What follows belongs to an exercise in optimizing a design on an open flow for small area; a production flow would make more cautious choices.
The RTL was checked by simulation tests, not by an equivalence proof against the original design.

==> inputs of v13 <==
==> flow/design.v (excerpt) <==
module dual_wheel_incremental_pid_drive #(
	parameter int TICK_BITS = dwpid_pkg::TICK_BITS
) (
	input  logic                        clk,
	input  logic                        arst_n,
	input  logic                        psel,
	input  logic                        penable,
	input  logic                        pwrite,
	input  logic [4:0]                  paddr,
	input  logic [31:0]                 pwdata,
	output logic [31:0]                 prdata,
	output logic                        pready,
	input  logic                        in_valid,
	output logic                        in_stall,
	input  logic [2:0]                  cmd,
	input  logic signed [15:0]          speed,
	input  logic signed [TICK_BITS-1:0] left_ticks,
	input  logic signed [TICK_BITS-1:0] right_ticks,
	output logic                        out_valid,
	input  logic                        out_stall,
	output logic [15:0]                 left_duty,
	output logic [1:0]                  left_dir,
	output logic [15:0]                 right_duty,
	output logic [1:0]                  right_dir,
	output logic signed [15:0]          left_speed,
	output logic signed [15:0]          right_speed,
	output logic signed [31:0]          left_odometry,
	output logic signed [31:0]          right_odometry
);
Settings: LEC_CHECK=0, CAP_MARGIN=20, CORE_MARGIN=2, CORE_UTILIZATION=40, SLEW_MARGIN=20; clock period 12.0 ns.
standard.sh (not shown) runs the stock make flow with config.mk's settings and CLKGATE_MAP_FILE= SYNTH_SCRIPT=/design/flow/synth_recipe.tcl, a recipe that flattens the netlist after the stock synthesis.
==> flow/flow/run.sh <==
#!/bin/bash
# The standard layout (standard.sh, with its synthesis unchanged) with two options changed:
# the port buffers are the smallest buffer cell, and clock tree synthesis uses clkbuf_16
# leaf clusters of up to 24 sinks and adds no dummy loads. All tool output goes to
# standard.log here and to ORFS's per-step logs under orfs/logs.
set -euo pipefail
export BUFFER_PORTS_ARGS="-buffer_cell sky130_fd_sc_hd__buf_1"
export CTS_ARGS="-sink_clustering_enable -repair_clock_nets -sink_clustering_size 24 -sink_clustering_max_diameter 120 -buf_list sky130_fd_sc_hd__clkbuf_16 -dont_use_dummy_load"
bash standard.sh finish > standard.log 2>&1
==> v34: changes against v13 <==
--- a/flow/design.v
+++ b/flow/design.v
@@ -279,52 +279,34 @@
 	output logic signed [15:0]          left_speed,
 	output logic signed [15:0]          right_speed,
 	output logic signed [31:0]          left_odometry,
 	output logic signed [31:0]          right_odometry
 );
 	dwpid_pkg::cfg_t cfg_q;
 	assign pready = 1'b1;
-	dwpid_pkg::cfg_t cfg_r;
-	logic [5:0]      rst_f;
-	logic            wr;
-	assign wr = psel && penable && pwrite;
 	always_ff @(posedge clk or negedge arst_n) begin
 		if (!arst_n) begin
-			rst_f <= '1;
-		end else if (wr) begin
+			cfg_q.kp_centi         <= dwpid_pkg::KP_RESET;
+			cfg_q.ki_centi         <= dwpid_pkg::KI_RESET;
+			cfg_q.kd_centi         <= dwpid_pkg::KD_RESET;
+			cfg_q.velocity_scale   <= dwpid_pkg::SCALE_RESET;
+			cfg_q.pwm_max          <= dwpid_pkg::PWM_RESET;
+			cfg_q.full_speed_limit <= dwpid_pkg::LIMIT_RESET;
+		end else if (psel && penable && pwrite) begin
 			unique case (paddr[4:2])
-				dwpid_pkg::REG_KP:    rst_f[0] <= 1'b0;
-				dwpid_pkg::REG_KI:    rst_f[1] <= 1'b0;
-				dwpid_pkg::REG_KD:    rst_f[2] <= 1'b0;
-				dwpid_pkg::REG_SCALE: rst_f[3] <= 1'b0;
-				dwpid_pkg::REG_PWM:   rst_f[4] <= 1'b0;
-				dwpid_pkg::REG_LIMIT: rst_f[5] <= 1'b0;
+				dwpid_pkg::REG_KP:    cfg_q.kp_centi         <= pwdata[15:0];
+				dwpid_pkg::REG_KI:    cfg_q.ki_centi         <= pwdata[15:0];
+				dwpid_pkg::REG_KD:    cfg_q.kd_centi         <= pwdata[15:0];
+				dwpid_pkg::REG_SCALE: cfg_q.velocity_scale   <= pwdata[15:0];
+				dwpid_pkg::REG_PWM:   cfg_q.pwm_max          <= pwdata[15:0];
+				dwpid_pkg::REG_LIMIT: cfg_q.full_speed_limit <= pwdata[14:0];
 				default: ;
 			endcase
 		end
 	end
-	always_ff @(posedge clk) begin
-		if (wr) begin
-			unique case (paddr[4:2])
-				dwpid_pkg::REG_KP:    cfg_r.kp_centi         <= pwdata[15:0];
-				dwpid_pkg::REG_KI:    cfg_r.ki_centi         <= pwdata[15:0];
-				dwpid_pkg::REG_KD:    cfg_r.kd_centi         <= pwdata[15:0];
-				dwpid_pkg::REG_SCALE: cfg_r.velocity_scale   <= pwdata[15:0];
-				dwpid_pkg::REG_PWM:   cfg_r.pwm_max          <= pwdata[15:0];
-				dwpid_pkg::REG_LIMIT: cfg_r.full_speed_limit <= pwdata[14:0];
-				default: ;
-			endcase
-		end
-	end
-	assign cfg_q.kp_centi         = rst_f[0] ? dwpid_pkg::KP_RESET    : cfg_r.kp_centi;
-	assign cfg_q.ki_centi         = rst_f[1] ? dwpid_pkg::KI_RESET    : cfg_r.ki_centi;
-	assign cfg_q.kd_centi         = rst_f[2] ? dwpid_pkg::KD_RESET    : cfg_r.kd_centi;
-	assign cfg_q.velocity_scale   = rst_f[3] ? dwpid_pkg::SCALE_RESET : cfg_r.velocity_scale;
-	assign cfg_q.pwm_max          = rst_f[4] ? dwpid_pkg::PWM_RESET   : cfg_r.pwm_max;
-	assign cfg_q.full_speed_limit = rst_f[5] ? dwpid_pkg::LIMIT_RESET : cfg_r.full_speed_limit;
 	always_comb begin
 		unique case (paddr[4:2])
 			dwpid_pkg::REG_KP:    prdata = 32'(cfg_q.kp_centi);
 			dwpid_pkg::REG_KI:    prdata = 32'(cfg_q.ki_centi);
 			dwpid_pkg::REG_KD:    prdata = 32'(cfg_q.kd_centi);
 			dwpid_pkg::REG_SCALE: prdata = 32'(cfg_q.velocity_scale);
 			dwpid_pkg::REG_PWM:   prdata = 32'(cfg_q.pwm_max);
==> flow/flow/run.sh (replaced) <==
#!/bin/bash
# The standard layout (standard.sh, unchanged synthesis) with two placement/CTS options:
# ports are buffered with the smallest buffer, and CTS adds no dummy loads.
set -euo pipefail
export BUFFER_PORTS_ARGS="-buffer_cell sky130_fd_sc_hd__buf_1"
export CTS_ARGS="-sink_clustering_enable -repair_clock_nets -sink_clustering_size 24 -sink_clustering_max_diameter 120 -buf_list sky130_fd_sc_hd__clkbuf_16 -dont_use_dummy_load"
bash standard.sh finish > standard.log 2>&1
CORE_UTILIZATION = 75   (was 40)
==> run notes <==
|  | v13 | v34 |
|---|---|---|
| Met1 global-route usage | 0.259 | 0.490 |
| Nets | 1989 | 2090 |
| Final instance area | 0.0222 sq mm | 0.0222 sq mm |
| Share of cell area taken by flip-flops and latches | 0.537 | 0.509 |
| Wire length of the first global-routing pass | 78700 microns | 79000 microns |
| Number of multi-input logic gates | 1037 | 1143 |
| DP Cell Count | 2470 | 2240 |
| Maximum fanout count along the critical path | 16 | 18 |
| Crit path from | k_q[2] | k_q[0] |
| Post-synthesis instance area | 0.0202 sq mm | 0.0207 sq mm |
| Worst Reg-to-Reg Cells | 32 | 33 |
| Layout area overhead | 9.67% | 7.45% |
| Count of distinct cell types in the synthesized netlist | 94 | 86 |
| Area fraction in compound gates after synthesis | 0.112 | 0.103 |
| Pin slew with the least headroom to its limit | 1.13 ns | 1.17 ns |
| Result of the run | complete, no violations | complete, no violations |
| Vertical die dimension | 229 microns | 170 microns |
| Final period util | 0.945 | 0.937 |
| Setup WS pre-CTS | 0.680 ns | 0.891 ns |

-- separate check: timing with driven ports --
How much do the figures lean on ideal ports? The routed layouts below were timed once more, with nothing changed but the port constraints.
Step 1: set_driving_cell puts a clkbuf_16 on clk and a buf_2 on each other input, an assumption about the parent block.
Step 2, shift: input delay + t, output delay - t, t = (earliest + latest rising clock arrival at the registers) / 2. This alone moves slack from input paths to output paths.
a / b / c = no drivers / after step 1 / after step 2; a / b = the first two.
run | shift t [ns] | slack for setup (ns) | hold WS [ns] | worst slew at a driven data input, ns
v13 | 0.589 | 0.663 / 0.663 / 0.663 | 0.326 / 0.326 / 0.326 | 0.08
v34 | 0.568 | 0.752 / 0.752 / 0.752 | 0.334 / 0.334 / 0.334 | 0.10
After both steps setup and hold are still met in every run listed.
